From an optimization exercise on the open Yosys and OpenROAD flow, aimed at a short achievable clock period and few clock cycles per item; shortcuts taken in it are not production practice.
In this exercise RTL edits were held to simulation tests only and were not proved equivalent to the original.

==> flow/design.v (excerpt) <==
module rv_core_top (
	input  logic                         clk,
	input  logic                         i_rst_n,
	output logic                         o_wb_cyc,
	output logic                         o_wb_stb,
	output logic                         o_wb_we,
	output logic [rv_core_pkg::XLEN-1:0] o_wb_adr,
	output logic [rv_core_pkg::XLEN-1:0] o_wb_dat,
	input  logic [rv_core_pkg::XLEN-1:0] i_wb_dat,
	input  logic                         i_wb_ack
);
For scale: about 4500 cells after synthesis, roughly 1400 flip-flops.
export LEC_CHECK = 0
export ABC_CLOCK_PERIOD_IN_PS = 2500
export CAP_MARGIN = 20
export CORE_MARGIN = 2
export CORE_UTILIZATION = 45
export PLACE_DENSITY = 0.6
export SETUP_SLACK_MARGIN = 5
export SLEW_MARGIN = 20
export TNS_END_PERCENT = 100
create_clock -name core_clock -period 8.0 [get_ports {clk}]
standard.sh (not shown) runs the stock make flow with config.mk's settings and CLKGATE_MAP_FILE= SYNTH_SCRIPT=/design/flow/synth_recipe.tcl, a recipe that flattens the netlist after the stock synthesis.
==> flow/flow/run.sh <==
#!/bin/bash
# The standard layout, with real buffers (not delay cells) on the ports.
set -euo pipefail
bash standard.sh "BUFFER_PORTS_ARGS=-buffer_cell sky130_fd_sc_hd__buf_4" finish > standard_make.log 2>&1
Testbench counts at the start, summed over its fixed seeds: cycles 37,013, instrs 15,860.
Edit:
==> flow/run.sh (new file) <==
#!/bin/bash
# synth_recipe.tcl (not shown) runs the flow's synth.tcl, then flattens the netlist and writes it again
# the make line also repeats each setting of config.mk as NAME=value (left out here)
make -C /OpenROAD-flow-scripts/flow DESIGN_CONFIG=/design/flow/config.mk WORK_HOME=/design/flow/orfs CLKGATE_MAP_FILE= SYNTH_SCRIPT=/design/flow/synth_recipe.tcl finish
removed: flow/flow/run.sh
removed: flow/standard.sh
After rerunning: Critical path depth stays the same; utilization rises by 0.87 points; first-iteration DRC count rises by 5.8%; wire length rises by 4.1%; fmax falls by 2.2%; count of clock-buffer cells in the layout rises by 30; setup slack is worse by 0.078 ns; non-clock buffer count rises by 103.

========
Setup of the previous run:
Another version of the RTL of rv_core_top (not shown whole).
Size in the first run: about 4300 cells after synthesis, ~100 I/O pins, about 64000 µm² of cells after synthesis.
==> flow/config.mk <==
export PLATFORM = sky130hd
export DESIGN_NAME = rv_core_top
export DESIGN_NICKNAME = rv_core_top
export VERILOG_FILES = /design/flow/design.v
export SDC_FILE = /design/flow/constraint.sdc
export NUM_CORES = 4
export LEC_CHECK = 0
export ABC_CLOCK_PERIOD_IN_PS = 2500
export CAP_MARGIN = 20
export CORE_MARGIN = 2
export CORE_UTILIZATION = 45
export PLACE_DENSITY = 0.6
export SETUP_SLACK_MARGIN = 5
export SLEW_MARGIN = 20
export TNS_END_PERCENT = 100
==> flow/constraint.sdc <==
create_clock -name core_clock -period 8.0 [get_ports {clk}]
set_input_delay 1.6000 -clock core_clock [delete_from_list [all_inputs] [get_ports {clk}]]
set_output_delay 1.6000 -clock core_clock [all_outputs]
set_load 0.01 [all_outputs]
run.sh (not shown) runs the stock make flow with config.mk's settings and CLKGATE_MAP_FILE= SYNTH_SCRIPT=/design/flow/synth_recipe.tcl, a recipe that flattens the netlist after the stock synthesis.
Stock flow here: none of the scripts above is used.
The previous run completed end to end with timing, DRC and antenna clean.
Testbench counts of the previous run, summed over its fixed seeds: cycles 37,013, instrs 15,860.
## Diff of input files: the current run against the previous run
==> flow/flow/run.sh (new file) <==
#!/bin/bash
# The standard layout, with real buffers (not delay cells) on the ports.
set -euo pipefail
bash standard.sh "BUFFER_PORTS_ARGS=-buffer_cell sky130_fd_sc_hd__buf_4" finish > standard_make.log 2>&1
==> flow/standard.sh (new file) <==
#!/bin/bash
# synth_recipe.tcl (not shown) runs the flow's synth.tcl, then flattens the netlist and writes it again
# the make line also repeats each setting of config.mk as NAME=value (left out here)
make -C /OpenROAD-flow-scripts/flow DESIGN_CONFIG=/design/flow/config.mk WORK_HOME=/design/flow/orfs CLKGATE_MAP_FILE= SYNTH_SCRIPT=/design/flow/synth_recipe.tcl "${@:-finish}"
removed: flow/run.sh
The current run: final RePlAce weighted congestion is 2.2% lower than what the previous run reported. In terms of via count of the first global-routing pass, the current run and the previous run differ only marginally. Highest metal layer with signal wires: met4 -> the current run, met5 -> the previous run. Comparing the previous run and the current run, the higher met2 layer usage reported by global route was measured on the current run. The current run vs the previous run, worst reg-to-reg setup slack went down by 0.02 ns. Looking at post-place setup slack, the current run sits below the previous run.

========
== the baseline ==
rv_core_top, a different RTL version from the one above (not shown whole).
Size: roughly 4300 cells after synthesis, about 1400 flip-flops, ~100 I/O pins.
clock: 8.0 ns
lec_check: 0
abc_clock_period_in_ps: 2500
cap_margin: 20
core_margin: 2
core_utilization: 45
place_density: 0.6
setup_slack_margin: 5
slew_margin: 20
tns_end_percent: 100
Stock flow here: none of the scripts above is used.
Testbench counts of the baseline, summed over its fixed seeds: cycles 37,013, instrs 15,860.
Modified inputs, the candidate compared to the baseline
==> flow/flow/run.sh (new file) <==
#!/bin/bash
# The standard layout, with real buffers (not delay cells) on the ports.
set -euo pipefail
bash standard.sh "BUFFER_PORTS_ARGS=-buffer_cell sky130_fd_sc_hd__buf_4" finish > standard_make.log 2>&1
==> flow/standard.sh (new file) <==
#!/bin/bash
# synth_recipe.tcl (not shown) runs the flow's synth.tcl, then flattens the netlist and writes it again
# the make line also repeats each setting of config.mk as NAME=value (left out here)
make -C /OpenROAD-flow-scripts/flow DESIGN_CONFIG=/design/flow/config.mk WORK_HOME=/design/flow/orfs CLKGATE_MAP_FILE= SYNTH_SCRIPT=/design/flow/synth_recipe.tcl "${@:-finish}"
removed: flow/run.sh
Results
Summary of the comparison: met1 routing resource usage after global routing is lower in the candidate, relative to the baseline.
The candidate vs. the baseline: total placed instance area fell 0.50%, routed wire length went down 1.7%.
Summary of the candidate over the baseline: worst-case headroom to the max-slew limit down 2.2 points, clock-pin slew reported for the worst setup and hold paths after clock tree synthesis flat.

[static timing again, ports no longer ideal]
Ports are ideal in the flow. The routed layouts listed here were re-timed in OpenROAD. Step 1 assumes that a clkbuf_16 drives the clock port and a buf_2 every other input. Step 2 moves the port delays by t, midway between the first and last clock arrival at a register: inputs arrive t later, outputs are due t later. That takes back most of the time a late clock gives input paths. Three values: no drivers, after step 1, after step 2; two values: the first two.
run | t, ns | slack for setup (ns) | worst setup path after step 2
the first run of note 1 | 0.877 | 4.563 / 4.563 / 3.958 | input to register
the second run of note 1 | 0.885 | 4.485 / 4.485 / 3.878 | input to register
the previous run | 0.877 | 4.649 / 4.258 / 3.381 | input to register
the current run | 0.864 | 4.604 / 4.407 / 3.543 | input to register
the baseline | 0.877 | 4.683 / 4.120 / 3.243 | input to register
the candidate | 0.857 | 4.709 / 4.248 / 3.391 | input to register
After both steps every run listed still meets setup and hold. The setup slack of the baseline, which loses most, moves by -0.563 ns with the drivers and by -1.440 ns with both steps.
